What follows belongs to an exercise in optimizing a design on an open flow for small area, a short achievable clock period and few clock cycles per item; a production flow would make more cautious choices.
No functional check of the RTL was part of any run shown here.
No activity file was given, so power comes from the tool's default toggle rates.

==> design.v <==
package blend_pkg;
	typedef logic [8-1:0] channel_t;
	typedef struct packed
	{
		channel_t r;
		channel_t g;
		channel_t b;
	} rgb_t;
	typedef logic [12-1:0] pixel_addr_t;
	typedef struct packed
	{
		pixel_addr_t addr;   
		rgb_t rgb;           
		channel_t alpha;     
		logic last;          
	} src_entry_t;
	typedef struct packed
	{
		pixel_addr_t addr;   
		rgb_t rgb;           
		logic last;          
	} res_entry_t;
endpackage
module alpha_blend_csa
(
	input logic [15:0] x,
	input logic [15:0] y,
	input logic [15:0] z,
	output logic [15:0] s,
	output logic [15:0] c
);
	assign s = x ^ y ^ z;
	assign c = {((x & y) | (x & z) | (y & z)), 1'b0};
endmodule
module alpha_blend_sum
(
	input logic [7:0] s,
	input logic [7:0] d,
	input logic [7:0] a,
	output logic [15:0] n0,
	output logic [15:0] n1
);
	logic [15:0] r [8];
	logic [15:0] l1s0, l1c0, l1s1, l1c1;
	logic [15:0] l2s0, l2c0, l2s1, l2c1;
	logic [15:0] l3s, l3c;
	always_comb
		for (int k = 0; k < 8; k++)
			r[k] = 16'(a[k] ? s : d) << k;
	alpha_blend_csa c10 (.x(r[0]), .y(r[1]), .z(r[2]), .s(l1s0), .c(l1c0));
	alpha_blend_csa c11 (.x(r[3]), .y(r[4]), .z(r[5]), .s(l1s1), .c(l1c1));
	alpha_blend_csa c20 (.x(l1s0), .y(l1c0), .z(l1s1), .s(l2s0), .c(l2c0));
	alpha_blend_csa c21 (.x(l1c1), .y(r[6]), .z(r[7]), .s(l2s1), .c(l2c1));
	alpha_blend_csa c30 (.x(l2s0), .y(l2c0), .z(l2s1), .s(l3s), .c(l3c));
	alpha_blend_csa c40 (.x(l3s), .y(l3c), .z(l2c1), .s(n0), .c(n1));
endmodule
module alpha_blend_div
(
	input logic [15:0] n0,
	input logic [15:0] n1,
	output logic [7:0] q
);
	logic [15:0] n;
	logic [8:0] t;
	assign n = n0 + n1;
	assign t = {1'b0, n[15:8]} + {1'b0, n[7:0]} + 9'd1;
	assign q = n[15:8] + {7'd0, t[8]};
endmodule
module alpha_compositor
(
	input logic clk,
	input logic reset,
	input logic src_valid,
	output logic src_ready,
	input blend_pkg::pixel_addr_t src_addr,
	input blend_pkg::channel_t src_r,
	input blend_pkg::channel_t src_g,
	input blend_pkg::channel_t src_b,
	input blend_pkg::channel_t src_a,
	input logic src_last,
	output logic wb_cyc,
	output logic wb_stb,
	output logic wb_we,
	output blend_pkg::pixel_addr_t wb_adr,
	output blend_pkg::rgb_t wb_dat_w,
	input blend_pkg::rgb_t wb_dat_r,
	input logic wb_ack,
	output logic frame_done
);
	logic busy;
	logic wlast;        
	logic bv;
	logic [23:0] b_s;
	logic [7:0] b_a;
	logic [23:0] b_d;
	logic [11:0] b_addr;
	logic b_last;
	logic [1:0] k1;     
	logic s1v;
	logic [1:0] s1c;
	logic [15:0] s1n0;
	logic [15:0] s1n1;
	logic rdy;          
	logic hz;           
	logic rd_ack;
	logic wr_ack;
	logic free;
	logic wb_free;
	logic pv;
	logic pr;
	logic po;
	logic b_done;
	logic issue_r;
	logic issue_w;
	logic load_b;
	logic s1_take;
	logic s1_load;
	logic [7:0] ch_s;
	logic [7:0] ch_d;
	logic [15:0] ch_n0;
	logic [15:0] ch_n1;
	logic [7:0] ch_q;
	assign wb_cyc = busy;
	assign wb_stb = busy;
	assign src_ready = rdy;
	assign rd_ack = busy && !wb_we && wb_ack;
	assign wr_ack = busy && wb_we && wb_ack;
	assign free = !busy || wr_ack;
	assign wb_free = !(busy && wb_we) || wb_ack;
	assign pv = src_valid && !rdy;
	assign pr = pv && (src_a != 8'hff);
	assign po = pv && (src_a == 8'hff);
	assign b_done = bv && (k1 == 2'd3);
	assign issue_r = free && pr;
	assign issue_w = (rd_ack && bv) || (free && !pr && b_done);
	assign load_b = (rd_ack && !hz) || (free && po && (!bv || issue_w));
	assign s1_take = s1v && wb_free;
	assign s1_load = bv && (k1 != 2'd3) && (!s1v || s1_take);
	always_comb
	begin
		case (k1)
			2'd0: begin ch_s = b_s[23:16]; ch_d = b_d[23:16]; end
			2'd1: begin ch_s = b_s[15:8]; ch_d = b_d[15:8]; end
			default: begin ch_s = b_s[7:0]; ch_d = b_d[7:0]; end
		endcase
	end
	alpha_blend_sum sum_u (.s(ch_s), .d(ch_d), .a(b_a), .n0(ch_n0), .n1(ch_n1));
	alpha_blend_div div_u (.n0(s1n0), .n1(s1n1), .q(ch_q));
	always_ff @(posedge clk)
	begin
		if (!reset)
		begin
			busy <= 1'b0;
			bv <= 1'b0;
			k1 <= 2'd3;
			s1v <= 1'b0;
			rdy <= 1'b0;
			hz <= 1'b0;
			frame_done <= 1'b0;
		end
		else
		begin
			frame_done <= wr_ack && wlast;
			rdy <= (rd_ack && !hz) || (load_b && !rd_ack);
			hz <= bv && (src_addr == b_addr);
			if (issue_r || issue_w)
				busy <= 1'b1;
			else if (wb_ack)
				busy <= 1'b0;
			if (load_b)
			begin
				bv <= 1'b1;
				k1 <= 2'd0;
			end
			else
			begin
				if (issue_w)
					bv <= 1'b0;
				if (s1_load)
					k1 <= k1 + 2'd1;
			end
			if (s1_load)
				s1v <= 1'b1;
			else if (s1_take)
				s1v <= 1'b0;
		end
	end
	always_ff @(posedge clk)
	begin
		if (issue_r)
		begin
			wb_we <= 1'b0;
			wb_adr <= src_addr;
		end
		else if (issue_w)
		begin
			wb_we <= 1'b1;
			wb_adr <= b_addr;
			wlast <= b_last;
		end
		if (rd_ack)
			b_d <= wb_dat_r;
		if (load_b)
		begin
			b_s <= {src_r, src_g, src_b};
			b_a <= src_a;
			b_addr <= src_addr;
			b_last <= src_last;
		end
		if (s1_load)
		begin
			s1n0 <= ch_n0;
			s1n1 <= ch_n1;
			s1c <= k1;
		end
		if (s1_take)
		begin
			case (s1c)
				2'd0: wb_dat_w[23:16] <= ch_q;
				2'd1: wb_dat_w[15:8] <= ch_q;
				default: wb_dat_w[7:0] <= ch_q;
			endcase
		end
	end
endmodule
==> run.sh <==
#!/bin/bash
# synth_recipe.tcl (not shown) runs the flow's synth.tcl, then flattens the netlist and writes it again
# the make line also repeats each setting of config.mk as NAME=value (left out here)
make -C /OpenROAD-flow-scripts/flow DESIGN_CONFIG=/design/flow/config.mk WORK_HOME=/design/flow/orfs CLKGATE_MAP_FILE= SYNTH_SCRIPT=/design/flow/synth_recipe.tcl finish
==> config.mk <==
export PLATFORM = sky130hd
export DESIGN_NAME = alpha_compositor
export DESIGN_NICKNAME = alpha_compositor
export VERILOG_FILES = /design/flow/design.v
export SDC_FILE = /design/flow/constraint.sdc
export NUM_CORES = 4
export LEC_CHECK = 0
export CAP_MARGIN = 20
export CORE_MARGIN = 2
export CORE_UTILIZATION = 40
export SLEW_MARGIN = 20
==> constraint.sdc <==
create_clock -name core_clock -period 8.0 [get_ports {clk}]
set_input_delay 1.6000 -clock core_clock [delete_from_list [all_inputs] [get_ports {clk}]]
set_output_delay 1.6000 -clock core_clock [all_outputs]
set_load 0.01 [all_outputs]
==> impl_metrics.tcl, run 1 <==
set metrics [dict create \
    run_status "complete, no violations" \
    antenna_found_initial 0 \
    detailedPlace.worstSlack_ns 3.20 \
    grt_pass1_vias 5047 \
    placement_rows 50 \
    clkSinkCount 143 \
    crit_slowest_cell "nor2_1" \
    asr_flop_ratio_synth 0 \
    timing.final.crit_share 0.593 \
    dr_total_vias 4783 \
    postCtsSetupRepairBufs 0 \
    core_mm2 0.0186 \
    num-nets-final 854 \
    setup_total_negative_slack_ns 0 \
    diodes 0 \
    initial_core_util 0.407 \
    floorplan.die.width_um 142 \
    drtAntennaViolNets 0 \
    slowest_delay_ns 0.83 \
    detail_route.drc_violations 0 \
    worst-path-max-fanout 17 \
    period_minus_slack_ns 4.74 \
    synth.largest_area_cell "edfxtp_1" \
    fillCellCount 1597 \
    slew_viol_final 0 \
    postSynthAreaPerCell_um2 12.8 \
    synth_top_area_frac 0.531 \
    first_iter_violations 130 \
    overflow 0 \
    synth.cell_area_mm2 0.00758 \
    critPathCaptureType "register" \
    type_of_the_worst_setup_path "reg -> reg" \
    grt_usage 0.162 \
    drt-vias-per-instance 5.02 \
    yosys-top-cells-area "edfxtp_1 (53%), fa_1 (10%), ha_1 (6.1%), a21oi_1 (3.2%), inv_1 (2.8%)" \
    setup_viol 0 \
    p_leak_uw 0.00359 \
    gp_routability_congestion 0.846 \
    io_buffers 113 \
    avgRoutedWirePerCell_um 16.1 \
    multiInputGateArea_mm2 0.00311 \
    ys_ff_latch 143 \
    hold_path.class "reg -> reg" \
    layout-area-overhead-vs-synth_pct 25.4 \
    post_cts_resized 0 \
    h_tree_level_count 4 \
    syn_inst_count 591 \
    clock_transition_at_the_registers_of_the_reported_paths_ns 0.06 \
    p_per_area_mw_per_mm2 230 \
    first_pass_grt_wire_length_um 25200 \
    clk_root_buffer_cell "clkbuf_16" \
    crit_required_ns 8.16 \
    critPathLaunchType "register" \
    yosysUniqueCellTypes 54 \
    dieHeight_um 142 \
    drt_pass1_iterations 5 \
    layoutNonFillerInstCount 952 \
    area.sequential_mm2 0.00420 \
    grt_start_max_net_pins 50 \
    wirelength_um 15300 \
    syn-num-nets 740 \
    yosysWarningCount 4 \
    tritoncts_clock_tree "done" \
    path_common_cell "fa_1" \
    finalHoldViolCount 0 \
    dp.final_hpwl_um 11800 \
    report.power.total_uw 2190 \
    vdd_drop_max_uv 169 \
    fmax_ghz 0.211 \
    fin_worst_skew_ns 0.0108 \
    ctsHoldBuffers 0 \
    fin_ws_ns 3.26 \
    timing.critical_path.arrival_ns 4.90 \
    relSlewSlack 0.354 \
    clock_tree.buffer_depth 2 \
    dp_cells 920 \
    dominantRegCellSynth "edfxtp_1" \
    cts_made_buffers 17 \
    worst_pin_slew_ns 0.965 \
    portion_of_the_post_synthesis_area_used_by_sequential_elements 0.555 \
    yosys-top-cells-count "edfxtp_1 (134), inv_1 (56), nand2_1 (52)" \
    cap_viol_max_count 0 \
    synth_edf_count 134 \
    die_area_mm2 0.0201 \
    synth.most_common_cell "edfxtp_1" \
    clock_latency_late_sink_ns 0.42 \
    boundaryPins 114 \
    final_layout_size_suffix_gt1_frac 0.0877 \
    grt_setup_unrepaired "no" \
    cp_cell_sequence "inv_1 -> ha_1 -> nor2_1 -> a21oi_1 -> nand2_1 -> o21ai_0 -> fa_1 -> fa_1 -> fa_1 -> inv_1 -> fa_1" \
]
-- area by class of cell --
type	count	area share
Timing Repair Buffer	114	0.120
Inverter	56	0.0221
Tap cell	234	0.0308
Sequential cell	143	0.442
Clock buffer	17	0.0447
Clock inverter	15	0.0133
Multi-Input combinational cell	373	0.327
-- power by group --
group / total (µW) / internal, µW / switching, µW
registers: 925 / 907 / 18.3
logic: 528 / 233 / 295
clock network: 735 / 405 / 330
-- placed cells by master (no fill, tap or decap), types with 2 or more instances in the layout --
cell	Yosys	routed
edfxtp_1	134	134
a22o_1	9	9
a22oi_1	7	7
nor2b_1	3	3
ha_1	37	37
mux2i_1	8	8
a211oi_2	3	3
a21oi_1	48	48
o21ai_0	33	33
fa_1	39	39
xor2_1	4	4
clkdlybuf4s50_1	0	113
xnor2_1	20	20
nand4_1	6	6
inv_1	56	55
dfxtp_1	9	9
mux2_2	13	13
a21o_1	4	4
o211ai_2	2	2
a211oi_1	2	2
and3_2	1	2
clkbuf_16	0	17
inv_6	0	4
o21ai_1	2	2
nand2_1	52	52
clkinv_4	0	3
clkinv_1	0	2
nand2b_1	4	4
inv_8	0	3
o211a_1	2	2
nor2_1	38	38
nor3_1	4	3
nand3_1	6	6
clkinvlp_4	0	3
and2_1	2	2
-- registers in the layout, summed over array words and instances (netlist names), 2 cells and up --
name / flops
b_s: 24
s1c: 2
k1: 2
s1n1: 11
b_a: 8
wb_dat_w: 24
b_addr: 12
b_d: 24
wb_adr: 12
s1n0: 15
-- worst max-delay path, delay by kind of cell, from the launching register on --
kind	cells	cell delay (ns)
buf+inv	2	0.14
compound gates	2	0.54
fa+ha+maj	5	2.43
simple gates	2	0.97
flops	1	0.38
-- logic make-up (layout without fill, tap and decap cells) --
logic type      Yosys count  in the layout  synth area share
mux                      21             21            0.0299
buf+inv                  75            202            0.0380
fa+ha+maj                76             76             0.164
xor+xnor                 24             24            0.0277
compound gates          126            126             0.111
flops                   143            143             0.555
simple gates            126            126            0.0748
-- per-stage QoR --
step	util	hold WS (ns)	instance area [µm²]
floorplan	-	0.400	7580
global route	0.510	0.452	9510
global placement	0.479	0.410	8930
finish	0.510	0.435	9510
CTS	0.509	0.437	9500
detailed placement	0.480	0.421	8940
-- routing by layer --
metal	vias to the layer above	GRT usage	routed length [µm]
met4	0	0.0574	252
met5	-	0	0
li1	2355	-	-
met2	146	0.259	7120
met3	15	0.0405	881
met1	2267	0.215	7030
-- worst paths after layout --
kind / endpoint / depth (start not counted) / startpoint / slack [ns]
max: s1n0[7]$_DFFE_PP_ / 11 / k1[0]$_SDFFE_PN1P_ / 3.26
min: wlast$_DFFE_PP_ / 0 / b_last$_DFFE_PP_ / 0.43
max reg2reg: s1n0[7]$_DFFE_PP_ / 11 / k1[0]$_SDFFE_PN1P_ / 3.26
min reg2reg: wlast$_DFFE_PP_ / 0 / b_last$_DFFE_PP_ / 0.43
==> run 2, diff against run 1 <==
--- a/config.mk
+++ b/config.mk
@@ -8,4 +8,5 @@
 export CAP_MARGIN = 20
 export CORE_MARGIN = 2
 export CORE_UTILIZATION = 40
+export SETUP_SLACK_MARGIN = 5
 export SLEW_MARGIN = 20
==> run 2 against run 1 <==
Effect of this change:
- still clean on timing, DRC and antenna
- flip-flop and latch count stayed put
- setup slack improved by 0.95 ns
- synthesized area did not move
==> impl_metrics.tcl, run 2 <==
set metrics [dict create \
    run_status "complete, no violations" \
    hold_path.class "reg -> reg" \
    layout_commonest_cell "edfxtp_1" \
    io_buffers 113 \
    synth.largest_area_cell "edfxtp_1" \
    cp_cell_sequence "inv_4 -> ha_4 -> buf_6 -> a22o_4 -> a21oi_4 -> buf_6 -> a21oi_4 -> fa_1 -> inv_2 -> fa_2 -> fa_1 -> inv_2 -> fa_2" \
    fmax_ghz 0.264 \
    crit_slowest_cell "fa_1" \
    yosysUniqueCellTypes 54 \
    grt_setup_unrepaired "yes" \
    grt_pass1_vias 5700 \
    postSynthAreaPerCell_um2 12.8 \
    first_pass_grt_wire_length_um 30100 \
    min_delay_path_depth 0 \
    drt_pass1_iterations 7 \
    die_area_mm2 0.0201 \
    avgRoutedWirePerCell_um 18.6 \
    h_tree_level_count 4 \
    grt_start_max_net_pins 17 \
    synth-xor-area-share 0.0277 \
    postLayoutCoreUtil 0.599 \
    syn_inst_count 591 \
    portion_of_the_post_synthesis_area_used_by_sequential_elements 0.555 \
    report.power.total_uw 2470 \
    ys_ff_latch 143 \
    p_leak_uw 0.00421 \
    synthAdderAreaFrac 0.164 \
    slowest_delay_ns 0.54 \
    ctsHoldBuffers 0 \
    yosys-top-cells-area "edfxtp_1 (53%), fa_1 (10%), ha_1 (6.1%), a21oi_1 (3.2%), inv_1 (2.8%)" \
    tritoncts_clock_tree "done" \
    placement_rows 50 \
    critPathLaunchType "register" \
    fin_worst_skew_ns 0.0114 \
    layout-area-overhead-vs-synth_pct 47.3 \
    drtAntennaViolNets 0 \
    dp.final_hpwl_um 12300 \
    type_of_the_worst_setup_path "reg -> reg" \
    slew_viol_final 0 \
    core_mm2 0.0186 \
    gp_routability_congestion 0.847 \
    synth_edf_count 134 \
    wirelength_um 19300 \
    synth_compound_area_frac 0.111 \
    dominantRegCellSynth "edfxtp_1" \
    setup_total_negative_slack_ns 0 \
    clock_tree.buffer_depth 2 \
    p_per_area_mw_per_mm2 221 \
    num-nets-final 941 \
    worst-path-max-fanout 8 \
    overflow 0 \
    syn-num-nets 740 \
    first_iter_violations 257 \
    clkSinkCount 143 \
    clk_root_buffer_cell "clkbuf_16" \
    dr_total_vias 5484 \
    floorplan.die.width_um 142 \
    biggestRegsByFlops "b_d x24, b_s x24, wb_dat_w x24" \
    finalHoldViolCount 0 \
    post_synth_mux_area_share 0.0299 \
    worst-path-stages 13 \
    r2r_cells 13 \
    yosysWarningCount 4 \
    period_minus_slack_ns 3.79 \
    setup_viol 0 \
    critPathCaptureType "register" \
    cp_top_family "adder cells" \
    grt_usage 0.197 \
    cap_viol_max_count 0 \
    final_layout_size_suffix_gt1_frac 0.360 \
    timing.final.crit_share 0.474 \
    largest_family_of_logic_cells_by_synthesized_area "adder cells" \
    relSlewSlack 0.451 \
    clock_transition_at_the_registers_of_the_reported_paths_ns 0.06 \
    drt-vias-per-instance 5.27 \
    clock_latency_late_sink_ns 0.43 \
    asr_flop_ratio_synth 0 \
    top_library_cells_by_usage_in_the_layout_fill_and_taps_aside "edfxtp_1 (134), clkdlybuf4s50_1 (101), buf_4 (48), nand2_1 (38), inv_1 (35)" \
    dieHeight_um 142 \
    yosys-top-cells-count "edfxtp_1 (134), inv_1 (56), nand2_1 (52)" \
    initial_core_util 0.407 \
    detail_route.drc_violations 0 \
    crit_required_ns 8.16 \
    synth.cell_area_mm2 0.00758 \
    worst_pin_slew_ns 0.823 \
    synth-simple-area-share 0.0748 \
    worstPathBufferInverterCount 5 \
    synth.most_common_cell "edfxtp_1" \
    vdd_drop_max_uv 166 \
    antenna_found_initial 3 \
    synth_top_area_frac 0.531 \
    boundaryPins 114 \
    cts_made_buffers 17 \
    timing.critical_path.arrival_ns 3.95 \
]
==> run 2: what timing repair did <==
action | in CTS | in global routing
endpoints found under the setup margin | 159 | 102
cloned | 7 | 0
gates resized for setup | 134 | 61
buffers inserted | 61 | 19
pin swaps | 67 | 31
==> run 2: final cells by class <==
| type | count | area [µm²] |
|---|---|---|
| diodes | 1 | 2.50 |
| clock buffers | 17 | 425 |
| clock inverters | 15 | 158 |
| fillers | 1450 | 7480 |
| inverters | 56 | 219 |
| multi-input cells | 379 | 3970 |
| flip-flops and latches | 143 | 4210 |
| well taps | 234 | 293 |
| repair buffers | 194 | 1870 |
| repair inverters | 1 | 7.51 |
==> run 2: worst paths after layout <==
check / from / slack, ns / end
setup / recovery: k1[0]$_SDFFE_PN1P_ / 4.21 / s1n0[9]$_DFFE_PP_
hold / removal: b_last$_DFFE_PP_ / 0.44 / wlast$_DFFE_PP_
setup reg to reg: k1[0]$_SDFFE_PN1P_ / 4.21 / s1n0[9]$_DFFE_PP_
hold reg to reg: b_last$_DFFE_PP_ / 0.44 / wlast$_DFFE_PP_
==> run 2: kinds of logic (layout without fill, tap and decap cells) <==
family,after synthesis,in the layout
and+or+nand+nor,126,129
xor gates and xnor gates,24,24
DFF,143,143
buffers and inverters,75,283
adders and majority gates,76,76
other,0,1
AOI/OAI and AO/OA,126,129
muxes,21,21
==> run 2: metal layers <==
metal  up-vias  global-route usage  share of wire
met5         -                   0         0.0012
met4         4              0.0726          0.025
met3        41              0.0378          0.068
met2       223               0.350           0.51
met1      2681               0.240           0.39
li1       2535                   -              -
==> run 2: stage by stage <==
| stage | worst slack (ns) | std cells | area (µm²) | hold WS (ns) |
|---|---|---|---|---|
| 2_1_floorplan | 4.40 | 591 | 7820 | 0.400 |
| 3_3_place_gp | 3.89 | 919 | 9120 | 0.404 |
| 3_5_place_dp | 4.00 | 920 | 9130 | 0.421 |
| 4_1_cts | 4.18 | 1020 | 10800 | 0.436 |
| 5_1_grt | 4.11 | 1040 | 11200 | 0.456 |
| 6_report | 4.21 | 1040 | 11200 | 0.437 |
==> run 2: where the power goes <==
group / internal [µW] / total (µW) / switching (µW)
clock network: 463 / 786 / 323
logic: 365 / 751 / 386
registers: 907 / 933 / 25.7
==> run 2: worst reg2reg max path, cell delays in order, from the launching register on <==
cell     delay, ns
dfxtp_4       0.38
inv_4         0.05
ha_4          0.18
buf_6         0.14
a22o_4        0.25
a21oi_4       0.32
buf_6         0.16
a21oi_4       0.05
fa_1          0.54
inv_2         0.04
fa_2          0.52
fa_1          0.41
inv_2         0.07
fa_2          0.43
==> run 3, diff against run 2 <==
--- a/design.v
+++ b/design.v
@@ -21,48 +21,26 @@
 		logic last;          
 	} res_entry_t;
 endpackage
-module alpha_blend_csa
-(
-	input logic [15:0] x,
-	input logic [15:0] y,
-	input logic [15:0] z,
-	output logic [15:0] s,
-	output logic [15:0] c
-);
-	assign s = x ^ y ^ z;
-	assign c = {((x & y) | (x & z) | (y & z)), 1'b0};
-endmodule
 module alpha_blend_sum
 (
 	input logic [7:0] s,
 	input logic [7:0] d,
 	input logic [7:0] a,
-	output logic [15:0] n0,
-	output logic [15:0] n1
+	output logic [15:0] n
 );
-	logic [15:0] r [8];
-	logic [15:0] l1s0, l1c0, l1s1, l1c1;
-	logic [15:0] l2s0, l2c0, l2s1, l2c1;
-	logic [15:0] l3s, l3c;
 	always_comb
+	begin
+		n = '0;
 		for (int k = 0; k < 8; k++)
-			r[k] = 16'(a[k] ? s : d) << k;
-	alpha_blend_csa c10 (.x(r[0]), .y(r[1]), .z(r[2]), .s(l1s0), .c(l1c0));
-	alpha_blend_csa c11 (.x(r[3]), .y(r[4]), .z(r[5]), .s(l1s1), .c(l1c1));
-	alpha_blend_csa c20 (.x(l1s0), .y(l1c0), .z(l1s1), .s(l2s0), .c(l2c0));
-	alpha_blend_csa c21 (.x(l1c1), .y(r[6]), .z(r[7]), .s(l2s1), .c(l2c1));
-	alpha_blend_csa c30 (.x(l2s0), .y(l2c0), .z(l2s1), .s(l3s), .c(l3c));
-	alpha_blend_csa c40 (.x(l3s), .y(l3c), .z(l2c1), .s(n0), .c(n1));
+			n = n + (16'(a[k] ? s : d) << k);
+	end
 endmodule
 module alpha_blend_div
 (
-	input logic [15:0] n0,
-	input logic [15:0] n1,
+	input logic [15:0] n,
 	output logic [7:0] q
 );
-	logic [15:0] n;
 	logic [8:0] t;
-	assign n = n0 + n1;
 	assign t = {1'b0, n[15:8]} + {1'b0, n[7:0]} + 9'd1;
 	assign q = n[15:8] + {7'd0, t[8]};
 endmodule
@@ -98,8 +76,7 @@
 	logic [1:0] k1;     
 	logic s1v;
 	logic [1:0] s1c;
-	logic [15:0] s1n0;
-	logic [15:0] s1n1;
+	logic [15:0] s1n;
 	logic rdy;          
 	logic hz;           
 	logic rd_ack;
@@ -117,8 +94,7 @@
 	logic s1_load;
 	logic [7:0] ch_s;
 	logic [7:0] ch_d;
-	logic [15:0] ch_n0;
-	logic [15:0] ch_n1;
+	logic [15:0] ch_n;
 	logic [7:0] ch_q;
 	assign wb_cyc = busy;
 	assign wb_stb = busy;
@@ -144,8 +120,8 @@
 			default: begin ch_s = b_s[7:0]; ch_d = b_d[7:0]; end
 		endcase
 	end
-	alpha_blend_sum sum_u (.s(ch_s), .d(ch_d), .a(b_a), .n0(ch_n0), .n1(ch_n1));
-	alpha_blend_div div_u (.n0(s1n0), .n1(s1n1), .q(ch_q));
+	alpha_blend_sum sum_u (.s(ch_s), .d(ch_d), .a(b_a), .n(ch_n));
+	alpha_blend_div div_u (.n(s1n), .q(ch_q));
 	always_ff @(posedge clk)
 	begin
 		if (!reset)
@@ -209,8 +185,7 @@
 		end
 		if (s1_load)
 		begin
-			s1n0 <= ch_n0;
-			s1n1 <= ch_n1;
+			s1n <= ch_n;
 			s1c <= k1;
 		end
 		if (s1_take)
--- a/config.mk
+++ b/config.mk
@@ -8,5 +8,4 @@
 export CAP_MARGIN = 20
 export CORE_MARGIN = 2
 export CORE_UTILIZATION = 40
-export SETUP_SLACK_MARGIN = 5
 export SLEW_MARGIN = 20
==> run 3 against run 2 <==
Effect of this change:
- clock skew is 0.0016 ns higher
- combinational power up 110%
- register-to-register slack got worse by 3.6 ns
- total power up 36%
- sequential share of layout area grew 4.0 points
- cell count shrank 9.2%
- first-iteration DRC count rose by 24%
- non-clock buffer count fell by 75
- core utilization down 7.8 points
- via count is 11% lower
- global-route usage fell by 1.9 points
- critical path type unchanged
- critical endpoint is now s1n[14]$_DFFE_PP_
- largest cell class unchanged
- highest routed layer is now met4
==> impl_metrics.tcl, run 3 <==
set metrics [dict create \
    run_status "complete, no violations" \
    yosys-top-cells-count "edfxtp_1 (124), a21oi_1 (46), ha_1 (46)" \
    detailedPlace.worstSlack_ns 0.686 \
    synth.most_common_cell "edfxtp_1" \
    timing.critical_path.arrival_ns 7.53 \
    worst-path-max-fanout 17 \
    syn_inst_count 582 \
    crit_required_ns 8.16 \
    setup_viol 0 \
    finalHoldViolCount 0 \
    avgRoutedWirePerCell_um 17.7 \
    power.share.sequential 0.277 \
    fmax_ghz 0.136 \
    clkSinkCount 133 \
    critPathLaunchType "register" \
    vdd_drop_max_uv 324 \
    antenna_found_initial 0 \
    internal_power_uw 2170 \
    core_mm2 0.0180 \
    diodes 0 \
    num-nets-final 856 \
    biggestRegsByFlops "b_d x24, b_s x24, wb_dat_w x24" \
    io_buffers 113 \
    grt_pass1_vias 5034 \
    dieHeight_um 139 \
    power.switching_uw 1190 \
    crit_slowest_cell "a21oi_1" \
    p_leak_uw 0.00357 \
    ys_ff_latch 133 \
    path_common_cell "fa_1" \
    slew_viol_final 0 \
    period_minus_slack_ns 7.37 \
    yosysUniqueCellTypes 52 \
    h_tree_level_count 4 \
    slowest_delay_ns 0.63 \
    clk_root_buffer_cell "clkbuf_16" \
    cap_viol_max_count 0 \
    p_clk_frac 0.247 \
    wirelength_um 16700 \
    clock_latency_late_sink_ns 0.42 \
    clock_transition_at_the_registers_of_the_reported_paths_ns 0.06 \
    type_of_the_worst_setup_path "reg -> reg" \
    cp_cell_sequence "inv_1 -> ha_1 -> nor2_4 -> a21oi_1 -> a21oi_1 -> fa_1 -> a21o_1 -> a21oi_1 -> nor2_1 -> a311oi_1 -> fa_1 -> fa_1 -> fa_1 -> fa_1 -> inv_1 -> fa_1 -> a21o_1 -> a221o_1 -> o41ai_2 -> xnor2_1" \
    synth_edf_count 124 \
    final_layout_size_suffix_gt1_frac 0.0825 \
    top_library_cells_by_usage_in_the_layout_fill_and_taps_aside "edfxtp_1 (124), clkdlybuf4s50_1 (113), a21oi_1 (46), ha_1 (46), nor2_1 (42)" \
    clock_tree.buffer_depth 2 \
    die_area_mm2 0.0194 \
    switching_power_share_of_the_total 0.355 \
    dp.final_hpwl_um 12600 \
    fin_ws_ns 0.627 \
    overflow 0 \
    hold_path.class "reg -> reg" \
    portion_of_the_post_synthesis_area_used_by_sequential_elements 0.533 \
    dominantRegCellSynth "edfxtp_1" \
    gp_routability_congestion 0.919 \
    critPathCaptureType "register" \
    synth.largest_area_cell "edfxtp_1" \
    tritoncts_clock_tree "done" \
    timing.final.crit_share 0.922 \
    worstPathBufferInverterCount 2 \
    grt_start_max_net_pins 50 \
    cts_made_buffers 17 \
    floorplan.die.width_um 139 \
    initial_core_util 0.408 \
    yosysWarningCount 2 \
    boundaryPins 114 \
    drtAntennaViolNets 0 \
    first_iter_violations 318 \
    relSlewSlack 0.398 \
    detail_route.drc_violations 0 \
    post_cts_resized 0 \
    worst_pin_slew_ns 0.902 \
    ctsHoldBuffers 0 \
    asr_flop_ratio_synth 0 \
    yosys-top-cells-area "edfxtp_1 (51%), fa_1 (9.3%), ha_1 (7.9%), a21oi_1 (3.1%), xnor2_1 (2.7%)" \
    cp_top_family "adder cells" \
    postCtsSetupRepairBufs 0 \
    p_per_area_mw_per_mm2 359 \
    grt_usage 0.178 \
    syn-num-nets 735 \
    layout-area-overhead-vs-synth_pct 27.7 \
    drt-vias-per-instance 5.19 \
    drt_pass1_iterations 5 \
    postSynthAreaPerCell_um2 12.6 \
    placement_rows 49 \
    first_pass_grt_wire_length_um 26700 \
    grt_setup_unrepaired "no" \
    setup_total_negative_slack_ns 0 \
    synth_top_area_frac 0.508 \
    power_frac_comb 0.476 \
    layout_commonest_cell "edfxtp_1" \
    dr_total_vias 4903 \
    fin_worst_skew_ns 0.0130 \
    synth.cell_area_mm2 0.00733 \
]
==> run 3: changes by cell type in the layout (fill, tap and decap cells not counted), moves of 10 or more <==
cell	change
buf_4	-42
clkdlybuf4s50_1	+12
ha_1	+22
edfxtp_1	-10
o21ai_0	+18
fa_2	-21
a22o_1	+10
a21oi_4	-13
inv_2	-18
a21oi_1	+20
nor2_1	+13
buf_6	-30
fa_1	+16
dlygate4sd2_1	-11
==> run 3: power by group through the flow <==
stage	sequential (µW)	clock, µW	combinational [µW]
6_report	932	831	1600
3_3_place_gp	946	0	1580
5_1_grt	936	878	1850
4_1_cts	932	844	1630
3_5_place_dp	946	0	1600
2_1_floorplan	939	0	1270
==> run 3: final timing paths <==
kind | startpoint | endpoint | slack, ns | cells after the start
hold / removal | b_last$_DFFE_PP_ | wlast$_DFFE_PP_ | 0.42 | 0
setup / recovery | k1[0]$_SDFFE_PN1P_ | s1n[14]$_DFFE_PP_ | 0.63 | 20
setup reg to reg | k1[0]$_SDFFE_PN1P_ | s1n[14]$_DFFE_PP_ | 0.63 | 20
hold reg to reg | b_last$_DFFE_PP_ | wlast$_DFFE_PP_ | 0.42 | 0
==> run 3: worst register-to-register path, stage by stage (launching register included) <==
cell and delay (ns):
dfxtp_1 0.34, inv_1 0.10, ha_1 0.60, nor2_4 0.24
a21oi_1 0.64, a21oi_1 0.24, fa_1 0.49, a21o_1 0.20
a21oi_1 0.28, nor2_1 0.10, a311oi_1 0.41, fa_1 0.50
fa_1 0.52, fa_1 0.52, fa_1 0.54, inv_1 0.07
fa_1 0.46, a21o_1 0.19, a221o_1 0.35, o41ai_2 0.24
xnor2_1 0.10
==> run 3: final cells by class <==
type,count,area (µm²)
Timing Repair Buffer,119,1180
Clock buffer,17,425
Inverter,38,143
Multi-Input combinational cell,394,3220
Sequential cell,133,3900
Tap cell,229,287
Clock inverter,14,203
Fill cell,1533,8600
==> run 3: metrics by stage <==
step                area, µm²  hold slack, ns  power, µW   util  instances
floorplan                7330           0.400       2210      -        582
global placement         8730           0.404       2530  0.486        913
detailed placement       8730           0.409       2550  0.486        913
CTS                      9360           0.424       3400  0.521        944
global route             9360           0.454       3670  0.521        944
finish                   9360           0.420       3360  0.521        944
==> run 3: cell families (layout without fill, tap and decap cells) <==
group,Yosys count,count (layout),share of synthesized area
AO/OA/AOI/OAI,142,142,0.126
flip-flops,133,133,0.533
AND/OR/NAND/NOR,127,127,0.0811
adder cells (fa/ha/maj),80,80,0.171
buffers and inverters,55,188,0.0304
XOR/XNOR,32,32,0.0382
multiplexers,13,13,0.0198
==> run 3: routing by layer <==
metal	GRT usage	part of all wire	vias to the layer above
met2	0.285	0.47	169
met5	0	0	-
met1	0.234	0.45	2339
met4	0.0564	0.013	0
met3	0.0537	0.069	18
li1	-	-	2377

what the ideal ports hide:
The flow's constraints put no driver on any port. The routed layouts listed below were extracted and timed again, unchanged, in two steps. Step 1, drivers: a clkbuf_16 drives clk and a buf_2 each remaining input, both assumed. Step 2 moves the port delays by t, midway between the first and last clock arrival at a register: inputs arrive t later, outputs are due t later. That takes back most of the time a late clock gives input paths. Slacks: ideal / step 1 / step 2; pairs: ideal / step 1.
| run | t, ns | slack for setup (ns) | worst data-port slew with drivers (ns) |
|---|---|---|---|
| run 1 | 0.460 | 3.258 / 3.258 / 3.258 | 0.05 |
| run 2 | 0.468 | 4.206 / 4.206 / 4.206 | 0.04 |
| run 3 | 0.452 | 0.627 / 0.627 / 0.627 | 0.04 |
After both steps every run listed still meets setup and hold.
